This is an optimization exercise on Yosys and OpenROAD, whose aim is small area, a short achievable clock period and few clock cycles per item, not a production implementation.
The RTL was checked by simulation tests, not by an equivalence proof against the original design.
No activity file was given, so power comes from the tool's default toggle rates.

File: run.sh
#!/bin/bash
# synth_recipe.tcl (not shown) runs the flow's synth.tcl, then flattens the netlist and writes it again
# the make line also repeats each setting of config.mk as NAME=value (left out here)
make -C /OpenROAD-flow-scripts/flow DESIGN_CONFIG=/design/flow/config.mk WORK_HOME=/design/flow/orfs CLKGATE_MAP_FILE= SYNTH_SCRIPT=/design/flow/synth_recipe.tcl finish
File: config.mk
export PLATFORM = sky130hd
export DESIGN_NAME = execute_top
export DESIGN_NICKNAME = execute_top
export VERILOG_FILES = /design/flow/design.v
export SDC_FILE = /design/flow/constraint.sdc
export NUM_CORES = 4
export LEC_CHECK = 0
export CAP_MARGIN = 20
export CORE_MARGIN = 2
export CORE_UTILIZATION = 40
export SLEW_MARGIN = 20
File: constraint.sdc
create_clock -name core_clock -period 10.0 [get_ports {clk}]
set_input_delay 2.0000 -clock core_clock [delete_from_list [all_inputs] [get_ports {clk}]]
set_output_delay 2.0000 -clock core_clock [all_outputs]
set_load 0.01 [all_outputs]
File: design.v
`timescale 1ns/1ps
`default_nettype none
package exec_pkg;
    typedef enum logic [6:0] {
        op_lui   = 7'b0110111,
        op_auipc = 7'b0010111,
        op_imm   = 7'b0010011,
        op_reg   = 7'b0110011,
        op_jal   = 7'b1101111,
        op_jalr  = 7'b1100111,
        op_br    = 7'b1100011
    } opcode_e;
    typedef enum logic [2:0] {
        alu_add = 3'b000,
        alu_sll = 3'b001,
        alu_sra = 3'b010,
        alu_sub = 3'b011,
        alu_xor = 3'b100,
        alu_srl = 3'b101,
        alu_or  = 3'b110,
        alu_and = 3'b111
    } alu_op_e;
    typedef enum logic [2:0] {
        cmp_beq  = 3'b000,
        cmp_bne  = 3'b001,
        cmp_blt  = 3'b100,
        cmp_bge  = 3'b101,
        cmp_bltu = 3'b110,
        cmp_bgeu = 3'b111
    } cmp_op_e;
    typedef enum logic [2:0] {
        mul_mul    = 3'b000,
        mul_mulh   = 3'b001,
        mul_mulhsu = 3'b010,
        mul_mulhu  = 3'b011
    } mul_op_e;
    typedef struct packed {
        opcode_e                  op_code;
        logic [2:0]               funct3;
        logic [6:0]               funct7;
        logic [32-1:0]    imm;
        logic [32-1:0]    pc;
        logic [32-1:0]    rs1_v;
        logic [32-1:0]    rs2_v;
        logic [6-1:0]  pd;
        logic [4:0]               rd;
        logic [5-1:0]   rob_entry;
        logic                     pred_taken;
        logic [32-1:0]    btb_pc_next;
    } issue_entry_t;
    typedef struct packed {
        logic [32-1:0]    pv;
        logic [6-1:0]  pd;
        logic [4:0]               rd;
        logic [32-1:0]    pc;
        logic [5-1:0]   rob_entry;
        logic                     regf_we;
        logic [32-1:0]    pc_next;
        logic                     update_pc_next;
        logic                     branch_taken;
    } exec_result_t;
endpackage
`default_nettype wire
`timescale 1ns/1ps
`default_nettype none
module alu_core (
    input  logic [32-1:0] a,
    input  logic [32-1:0] b,
    input  exec_pkg::alu_op_e     alu_op,
    input  exec_pkg::cmp_op_e     cmp_op,
    output logic [32-1:0] alu_out,
    output logic                  cmp_true
);
    logic [4:0] shamt;
    assign shamt = b[4:0];
    always_comb begin
        case (alu_op)
            exec_pkg::alu_add: alu_out = a + b;
            exec_pkg::alu_sll: alu_out = a << shamt;
            exec_pkg::alu_sra: alu_out = $unsigned($signed(a) >>> shamt);
            exec_pkg::alu_sub: alu_out = a - b;
            exec_pkg::alu_xor: alu_out = a ^ b;
            exec_pkg::alu_srl: alu_out = a >> shamt;
            exec_pkg::alu_or:  alu_out = a | b;
            default:           alu_out = a & b;
        endcase
    end
    always_comb begin
        case (cmp_op)
            exec_pkg::cmp_beq:  cmp_true = (a == b);
            exec_pkg::cmp_bne:  cmp_true = (a != b);
            exec_pkg::cmp_blt:  cmp_true = ($signed(a) < $signed(b));
            exec_pkg::cmp_bge:  cmp_true = ($signed(a) >= $signed(b));
            exec_pkg::cmp_bltu: cmp_true = (a < b);
            default:            cmp_true = (a >= b);
        endcase
    end
endmodule
`default_nettype wire
`timescale 1ns/1ps
`default_nettype none
module alu_unit (
    input  logic                   clk,
    input  logic                   rst,
    input  logic                   flush,
    input  logic                   issue,
    input  exec_pkg::issue_entry_t entry,
    output logic                   wb_valid,
    output exec_pkg::exec_result_t result
);
    logic                   issue_q;
    exec_pkg::issue_entry_t entry_q;
    logic [32-1:0]  op_a;
    logic [32-1:0]  op_b;
    exec_pkg::alu_op_e      alu_op;
    exec_pkg::cmp_op_e      cmp_op;
    logic [32-1:0]  alu_out;
    logic                   cmp_true;
    logic [32-1:0]  pc_plus4;
    logic [32-1:0]  pc_plus_imm;
    logic [32-1:0]  br_next;
    logic                   br_redirect;
    always_ff @(posedge clk) begin
        if (rst || flush) begin
            issue_q <= 1'b0;
            entry_q <= '0;
        end else begin
            issue_q <= issue;
            entry_q <= entry;
        end
    end
    alu_core u_alu_core (
        .a        (op_a),
        .b        (op_b),
        .alu_op   (alu_op),
        .cmp_op   (cmp_op),
        .alu_out  (alu_out),
        .cmp_true (cmp_true)
    );
    assign pc_plus4    = entry_q.pc + 32'(4);
    assign pc_plus_imm = entry_q.pc + entry_q.imm;
    assign br_next     = cmp_true ? pc_plus_imm : pc_plus4;
    assign br_redirect = (cmp_true != entry_q.pred_taken) || (entry_q.btb_pc_next != br_next);
    assign wb_valid = issue_q;
    always_comb begin
        op_a   = entry_q.rs1_v;
        op_b   = entry_q.imm;
        alu_op = exec_pkg::alu_add;
        cmp_op = exec_pkg::cmp_blt;
        result                = '0;
        result.pd             = entry_q.pd;
        result.rd             = entry_q.rd;
        result.pc             = entry_q.pc;
        result.rob_entry      = entry_q.rob_entry;
        result.regf_we        = issue_q;
        case (entry_q.op_code)
            exec_pkg::op_lui: begin
                result.pv = entry_q.imm;
            end
            exec_pkg::op_auipc: begin
                result.pv = pc_plus_imm;
            end
            exec_pkg::op_imm, exec_pkg::op_reg: begin
                if (entry_q.op_code == exec_pkg::op_reg) begin
                    op_b = entry_q.rs2_v;
                end
                result.pv = alu_out;
                case (entry_q.funct3)
                    3'b010: begin
                        cmp_op    = exec_pkg::cmp_blt;
                        result.pv = {{(32-1){1'b0}}, cmp_true};
                    end
                    3'b011: begin
                        cmp_op    = exec_pkg::cmp_bltu;
                        result.pv = {{(32-1){1'b0}}, cmp_true};
                    end
                    3'b101: begin
                        alu_op = entry_q.funct7[5] ? exec_pkg::alu_sra : exec_pkg::alu_srl;
                    end
                    3'b000: begin
                        if (entry_q.op_code == exec_pkg::op_reg && entry_q.funct7[5]) begin
                            alu_op = exec_pkg::alu_sub;
                        end
                    end
                    default: begin
                        alu_op = exec_pkg::alu_op_e'(entry_q.funct3);
                    end
                endcase
            end
            exec_pkg::op_jal: begin
                op_a           = entry_q.pc;
                result.pv      = pc_plus4;
                result.pc_next = alu_out;
            end
            exec_pkg::op_jalr: begin
                result.pv             = pc_plus4;
                result.pc_next        = {alu_out[32-1:1], 1'b0};
                result.update_pc_next = 1'b1;
            end
            exec_pkg::op_br: begin
                op_b                  = entry_q.rs2_v;
                cmp_op                = exec_pkg::cmp_op_e'(entry_q.funct3);
                result.branch_taken   = cmp_true;
                result.update_pc_next = br_redirect;
                result.pc_next        = br_redirect ? br_next : '0;
            end
            default: begin
            end
        endcase
    end
endmodule
`default_nettype wire
`timescale 1ns/1ps
`default_nettype none
module booth_mul (
    input  logic                   clk,
    input  logic                   rst,
    input  logic                   flush,
    input  logic                   issue,
    input  exec_pkg::issue_entry_t entry,
    output logic                   ready,
    output logic                   wb_valid,
    output exec_pkg::exec_result_t result
);
    typedef enum logic [1:0] {
        st_idle,
        st_busy,
        st_done
    } mul_state_e;
    localparam int CNT_W = $clog2(33 + 1);
    mul_state_e               state;
    logic [CNT_W-1:0]         step_cnt;
    logic                     discard;
    logic                     stepping;
    exec_pkg::mul_op_e        in_op;
    logic                     a_signed;
    logic                     b_signed;
    logic [33-1:0]   mcand_ext;
    logic [33-1:0]   mplier_ext;
    logic [33-1:0]   mcand;
    logic [33:0]     acc;
    logic [33:0]     acc_sum;
    logic [33-1:0]   mq;
    logic                     q_prev;
    logic [66-1:0]  product;
    exec_pkg::mul_op_e        op_q;
    logic [6-1:0]  pd_q;
    logic [4:0]               rd_q;
    logic [5-1:0]   rob_q;
    logic [32-1:0]    pc_q;
    assign in_op      = exec_pkg::mul_op_e'(entry.funct3);
    assign a_signed   = (in_op != exec_pkg::mul_mulhu);
    assign b_signed   = (in_op == exec_pkg::mul_mul) || (in_op == exec_pkg::mul_mulh);
    assign mcand_ext  = {a_signed & entry.rs1_v[32-1], entry.rs1_v};
    assign mplier_ext = {b_signed & entry.rs2_v[32-1], entry.rs2_v};
    assign stepping = (state == st_busy) && (step_cnt != CNT_W'(33));
    always_comb begin
        case ({mq[0], q_prev})
            2'b01:   acc_sum = acc + {mcand[33-1], mcand};
            2'b10:   acc_sum = acc - {mcand[33-1], mcand};
            default: acc_sum = acc;
        endcase
    end
    always_ff @(posedge clk) begin
        if (rst) begin
            state    <= st_idle;
            step_cnt <= '0;
            discard  <= 1'b0;
        end else begin
            case (state)
                st_idle: begin
                    if (issue) begin
                        state    <= st_busy;
                        step_cnt <= '0;
                        discard  <= flush;
                    end
                end
                st_busy: begin
                    if (flush) begin
                        discard <= 1'b1;
                    end
                    if (stepping) begin
                        step_cnt <= step_cnt + 1'b1;
                    end else begin
                        state <= st_done;
                    end
                end
                default: begin
                    state <= st_idle;
                end
            endcase
        end
    end
    always_ff @(posedge clk) begin
        if (state == st_idle && issue) begin
            mcand  <= mcand_ext;
            mq     <= mplier_ext;
            acc    <= '0;
            q_prev <= 1'b0;
            op_q   <= in_op;
            pd_q   <= entry.pd;
            rd_q   <= entry.rd;
            rob_q  <= entry.rob_entry;
            pc_q   <= entry.pc;
        end else if (stepping) begin
            {acc, mq, q_prev} <= {acc_sum[33], acc_sum, mq};
        end
    end
    assign product  = {acc[33-1:0], mq};
    assign ready    = (state == st_idle);
    assign wb_valid = (state == st_done) && !discard;
    always_comb begin
        result           = '0;
        result.pd        = pd_q;
        result.rd        = rd_q;
        result.pc        = pc_q;
        result.rob_entry = rob_q;
        result.regf_we   = wb_valid;
        if (op_q == exec_pkg::mul_mul) begin
            result.pv = product[32-1:0];
        end else begin
            result.pv = product[2*32-1:32];
        end
    end
endmodule
`default_nettype wire
`timescale 1ns/1ps
`default_nettype none
module execute (
    input  logic                   clk,
    input  logic                   rst,
    input  logic                   flush,
    input  logic                   alu_issue,
    input  exec_pkg::issue_entry_t alu_entry,
    input  logic                   mul_issue,
    input  exec_pkg::issue_entry_t mul_entry,
    output logic                   mul_ready,
    output logic                   alu_wb_valid,
    output exec_pkg::exec_result_t alu_result,
    output logic                   mul_wb_valid,
    output exec_pkg::exec_result_t mul_result
);
    alu_unit u_alu_unit (
        .clk      (clk),
        .rst      (rst),
        .flush    (flush),
        .issue    (alu_issue),
        .entry    (alu_entry),
        .wb_valid (alu_wb_valid),
        .result   (alu_result)
    );
    booth_mul u_booth_mul (
        .clk      (clk),
        .rst      (rst),
        .flush    (flush),
        .issue    (mul_issue),
        .entry    (mul_entry),
        .ready    (mul_ready),
        .wb_valid (mul_wb_valid),
        .result   (mul_result)
    );
endmodule
`default_nettype wire
`timescale 1ns/1ps
`default_nettype none
module execute_top (
    input  logic        clk,
    input  logic        rst,
    input  logic        flush,
    input  logic        alu_issue,
    input  logic [6:0]  alu_op_code,
    input  logic [2:0]  alu_funct3,
    input  logic [6:0]  alu_funct7,
    input  logic [31:0] alu_imm,
    input  logic [31:0] alu_pc,
    input  logic [31:0] alu_rs1,
    input  logic [31:0] alu_rs2,
    input  logic [5:0]  alu_pd,
    input  logic [4:0]  alu_rd,
    input  logic [4:0]  alu_rob,
    input  logic        alu_pred_taken,
    input  logic [31:0] alu_btb_pc_next,
    input  logic        mul_issue,
    input  logic [2:0]  mul_funct3,
    input  logic [31:0] mul_rs1,
    input  logic [31:0] mul_rs2,
    input  logic [5:0]  mul_pd,
    input  logic [4:0]  mul_rd,
    input  logic [4:0]  mul_rob,
    input  logic [31:0] mul_pc,
    output logic        mul_ready,
    output logic        alu_wb_valid,
    output logic [31:0] alu_pv,
    output logic [5:0]  alu_wb_pd,
    output logic [4:0]  alu_wb_rd,
    output logic [31:0] alu_wb_pc,
    output logic [4:0]  alu_wb_rob,
    output logic [31:0] alu_pc_next,
    output logic        alu_update_pc_next,
    output logic        alu_branch_taken,
    output logic        mul_wb_valid,
    output logic [31:0] mul_pv,
    output logic [5:0]  mul_wb_pd,
    output logic [4:0]  mul_wb_rd,
    output logic [31:0] mul_wb_pc,
    output logic [4:0]  mul_wb_rob
);
    exec_pkg::issue_entry_t alu_entry;
    exec_pkg::issue_entry_t mul_entry;
    exec_pkg::exec_result_t alu_result;
    exec_pkg::exec_result_t mul_result;
    always_comb begin
        alu_entry             = '0;
        alu_entry.op_code     = exec_pkg::opcode_e'(alu_op_code);
        alu_entry.funct3      = alu_funct3;
        alu_entry.funct7      = alu_funct7;
        alu_entry.imm         = alu_imm;
        alu_entry.pc          = alu_pc;
        alu_entry.rs1_v       = alu_rs1;
        alu_entry.rs2_v       = alu_rs2;
        alu_entry.pd          = alu_pd;
        alu_entry.rd          = alu_rd;
        alu_entry.rob_entry   = alu_rob;
        alu_entry.pred_taken  = alu_pred_taken;
        alu_entry.btb_pc_next = alu_btb_pc_next;
    end
    always_comb begin
        mul_entry           = '0;
        mul_entry.op_code   = exec_pkg::op_reg;
        mul_entry.funct3    = mul_funct3;
        mul_entry.funct7    = 7'b0000001;
        mul_entry.pc        = mul_pc;
        mul_entry.rs1_v     = mul_rs1;
        mul_entry.rs2_v     = mul_rs2;
        mul_entry.pd        = mul_pd;
        mul_entry.rd        = mul_rd;
        mul_entry.rob_entry = mul_rob;
    end
    execute u_execute (
        .clk          (clk),
        .rst          (rst),
        .flush        (flush),
        .alu_issue    (alu_issue),
        .alu_entry    (alu_entry),
        .mul_issue    (mul_issue),
        .mul_entry    (mul_entry),
        .mul_ready    (mul_ready),
        .alu_wb_valid (alu_wb_valid),
        .alu_result   (alu_result),
        .mul_wb_valid (mul_wb_valid),
        .mul_result   (mul_result)
    );
    assign alu_pv             = alu_result.pv;
    assign alu_wb_pd          = alu_result.pd;
    assign alu_wb_rd          = alu_result.rd;
    assign alu_wb_pc          = alu_result.pc;
    assign alu_wb_rob         = alu_result.rob_entry;
    assign alu_pc_next        = alu_result.pc_next;
    assign alu_update_pc_next = alu_result.update_pc_next;
    assign alu_branch_taken   = alu_result.branch_taken;
    assign mul_pv     = mul_result.pv;
    assign mul_wb_pd  = mul_result.pd;
    assign mul_wb_rd  = mul_result.rd;
    assign mul_wb_pc  = mul_result.pc;
    assign mul_wb_rob = mul_result.rob_entry;
endmodule
`default_nettype wire
==> impl_results.md <==
* R2R Setup Slk at 4.85 ns
* Vias at 28500
* Vias in the first global route at 26300
* Post-synthesis compound-gate area fraction at 0.214
* Syn Std Cell Area at 27800 um^2
* Synth Area in XOR/XNOR at 0.0512
* Core ar. at 68700 um^2
* Placed wire-length estimate at 106 mm
* Final setup fails at 0
* H-tree depth at 2
* Syn avg cell area at 8.24 um^2
* Synth warn at 4
* Vias per cell at 5.94
* Crit path DAT at 7.77 ns
* Crit. Startpoint: u_execute.u_alu_unit.entry_q[191]$_SDFF_PP0_
* Synth-to-Final Area Change at 27.3%
* Largest fanout on the critical path at 12
* Hold endpoint: u_execute.u_booth_mul.state[1]$_SDFFE_PP0P_
* Relative slew margins at 0.193
* WHS Path Cells at 1
* Share of the cycle needed by the critical path after routing at 0.977
* CTS tree: yes
* Area of the die at 71600 um^2
* First-pass DRT Iterations at 6
* # rows at 96
* Antenna Nets Post-Route at 0
* Max rail drop VDD at 0.000127 V
* Gr usage total at 0.356
* Latest clock arrival within the worst-skew pair at 0.59 ns
* EDFF count, synth at approximately 120
* DR iter-0 viols at roughly 3300
* Port bufs at 504
* Worst slew pin tran at 1.21 ns
* WL/cell at ~28 um
* RSZ-0062 raised after global routing: false
* Die W at between 200 and 300 um
* Clock Tree Buf Depth at 3
* Final Skew at 0.0162 ns
* R2R Path End: u_execute.u_booth_mul.acc[32]$_SDFFE_PP0P_
* PwrDens at 144 nW/um^2
* Final max-slew violation count at 0
* Main synth FF type: dfxtp_1
* Register area share after synthesis at 0.294
* CTS buffer count at 40
* Setup TNS at 0 ns
* Critical path capture point type: output pin
* Number of synthesized register bits at 349
* Final min period at approximately 9.8 ns
* Crit path required time at 8.00 ns
* Final hold viol count at 0
* DRC viols at 0
* DIE HEIGHT at 268 um
* Initial antenna violation count at 15
* Quantity of hold-fixing buffers added after cts at 0
* Adder-cell share of the synthesized area at 0.0776
* Synth Instances at 3372
* Top Ports at 511
* Grt ovf at 0
* Clock root buffer: clkbuf_16
* Total wire length at ~130 mm
* CTS clock-pin slew for the worst setup and hold paths at 0.06 ns
* Hold Crit Class: flop to flop
* Clock sinks at 349
* Worst r2r src: u_execute.u_booth_mul.mcand[12]$_DFFE_PP_
* Post-Synth Simple-Gate Area at 0.202
* Starting Density at 0.404
* Fin nets at 4311
* Status: finished clean
* Yosys cell types at 95
* Max Cap Viol at 0
* Total power at 5.08 mW
* Crit start category: flop
* Critical hold path startpoint: u_execute.u_booth_mul.state[1]$_SDFFE_PP0P_
* Largest family of logic cells by synthesized area: compound AO/OA/AOI/OAI gates
* R2R depth at 17
* Largest net degree at the start of global routing at approximately 110
* Critical Setup Path Class: flop to output pin
* Global placer's final weighted congestion at roughly 1.0
* Share of post-route cells with drive strength above 1 at 0.100
* Syn Nets at 3856
* Fill cells at 6735
* Static leakage at 14.5 nW
* First-pass GRT wire length at 185 mm
* Peak Freq at 102 MHz
* Mux share of post-synthesis cell area at 0.102
* Post-synthesis async set-or-reset flop share at 0
-- cells in the mapped netlist, drive strengths merged, types with 37 or more instances --
cell type | number | area share
a21oi | 230 | 0.042
nand2 | 308 | 0.042
xor2 | 53 | 0.017
o221ai | 40 | 0.013
mux2i | 151 | 0.054
o211ai | 38 | 0.010
a21o | 46 | 0.013
nor3 | 83 | 0.015
clkbuf | 150 | 0.020
inv | 138 | 0.019
o22ai | 37 | 0.011
edfxtp | 117 | 0.13
mux2 | 111 | 0.045
xnor2 | 104 | 0.033
nand3 | 95 | 0.017
and2 | 203 | 0.046
a211oi | 38 | 0.010
dfxtp | 232 | 0.17
nor2 | 292 | 0.039
o21ai | 223 | 0.042
ha | 166 | 0.075
buf | 85 | 0.021
-- kinds of logic (layout without fill, tap and decap cells) --
group	count (synthesis)	in the layout
multiplexers	265	265
XOR/XNOR	159	159
buffers and inverters	375	861
flip-flops	349	349
other	0	6
adder cells (fa/ha/maj)	170	170
AO/OA/AOI/OAI	896	896
AND/OR/NAND/NOR	1158	1158
-- power breakdown --
group,switching (mW),internal (mW)
combinational,0.997,0.850
sequential,0.164,1.61
clock,0.623,0.834
total,1.78,3.30
-- registers in the layout (all words and copies together) (netlist names), 3 cells and up --
register and flops:
u_execute.u_booth_mul.pd_q 6, u_execute.u_booth_mul.mcand 33, u_execute.u_booth_mul.step_cnt 6, u_execute.u_booth_mul.pc_q 32, u_execute.u_booth_mul.op_q 3, u_execute.u_booth_mul.rd_q 5, u_execute.u_booth_mul.rob_q 5, u_execute.u_alu_unit.entry_q 188
u_execute.u_booth_mul.acc 33, u_execute.u_booth_mul.mq 33
-- per-stage QoR --
step           instance area (um^2)  worst slack (ns)  hold slack (ns)  cells   util
4_1_cts                       35300             0.155            0.456   4785  0.514
2_1_floorplan                 27800              1.52            0.422   3372      -
5_1_grt                       35400            0.0116            0.496   4790  0.515
6_report                      35400             0.234            0.459   4795  0.515
3_3_place_gp                  34000             0.510            0.443   4712  0.495
3_5_place_dp                  34000             0.515            0.442   4712  0.495
-- critical path: stages (launching register included) --
cell and delay [ns]:
dfxtp_1 0.35, nand3b_1 0.26, or3_4 0.53, buf_4 0.22, mux2i_1 0.16, buf_4 0.18, inv_1 0.07, ha_1 0.37
or4_4 0.63, or4_4 0.55, nor4_4 0.28, o22ai_1 0.12, a211oi_1 0.27, o211a_1 0.27, a21o_4 0.26, mux2i_1 0.42
xnor2_1 0.17, o2111ai_1 0.15, or4b_4 0.59, o31ai_4 0.33, buf_6 0.23, o21ai_0 0.19, clkdlybuf4s50_1 0.53
-- how the worst max path moves through the flow --
stage / endpoint / slack (ns)
2_1_floorplan: alu_pc_next[21] / 1.52
3_3_place_gp: alu_pc_next[13] / 0.51
3_5_place_dp: alu_pc_next[3] / 0.51
4_1_cts: alu_pc_next[3] / 0.15
5_1_grt: alu_pc_next[11] / 0.01
6_report: alu_pc_next[11] / 0.23
-- timing repair --
| action | CTS | global route |
|---|---|---|
| pin swaps | 0 | 2 |
| resized for setup | 2 | 10 |
| endpoints found under the setup margin | 29 | 30 |
| setup buffers | 0 | 4 |
-- cell type report --
type / count / area, um^2 / area share
multi-input cells: 2648 / 18100 / 0.511
flip-flops and latches: 349 / 8160 / 0.231
repair buffers: 648 / 6150 / 0.174
clock buffers: 64 / 1170 / 0.0331
well taps: 931 / 1160 / 0.0329
inverters: 140 / 528 / 0.0149
clock inverters: 9 / 109 / 0.00308
diodes: 6 / 15.0 / 0.000424
-- routing by layer --
layer / vias to the layer above / routed length [um] / share of wire / track usage
li1: 13000 / - / - / -
met4: 18 / 6920 / 0.052 / 0.162
met2: 1585 / 56200 / 0.42 / 0.538
met3: 269 / 14500 / 0.11 / 0.0993
met1: 13600 / 54800 / 0.41 / 0.469
met5: - / 112 / 0.00084 / 0
-- cells in the final DEF (no fill, tap or decap), types with 41 or more instances in the layout --
cell type / instances
a21o_1: 45
a21oi_1: 229
and2_1: 201
buf_4: 141
clkbuf_16: 41
clkdlybuf4s50_1: 503
dfxtp_1: 231
edfxtp_1: 117
ha_1: 165
inv_1: 138
mux2_2: 111
mux2i_1: 144
nand2_1: 308
nand3_1: 93
nor2_1: 289
nor3_1: 82
o21ai_0: 208
xnor2_1: 104
xor2_1: 53
Testbench counts, summed over its fixed seeds: cycles 18,432, muls 512.

-- separate check: timing with driven ports --
No port has a modelled driver above. Below, the same layout with a new extraction and two added sets of constraints. Step 1 (the two cells are an assumption about what drives the block):
set clk [get_ports {clk}]
set_driving_cell -lib_cell sky130_fd_sc_hd__clkbuf_16 $clk
set_driving_cell -lib_cell sky130_fd_sc_hd__buf_2 [delete_from_list [all_inputs] $clk]
Step 2 adds t to the input delays and takes it off the output delays; t is the mean of the earliest and latest rising clock arrival at the registers after step 1. Input paths then give back, and output paths get back, about the clock's delay inside the block. Three values: ideal ports, drivers, drivers and shift; two values: the first two.
t, ns: 0.646
slack for setup (ns): 0.234 / 0.168 / 0.814
worst setup path after step 2: register to output
latest minus earliest clock arrival (ns): 0.020 / 0.020
After both steps setup and hold are still met in this run. For this run, drivers alone change the setup slack by -0.066 ns; drivers and shift together by +0.580 ns.
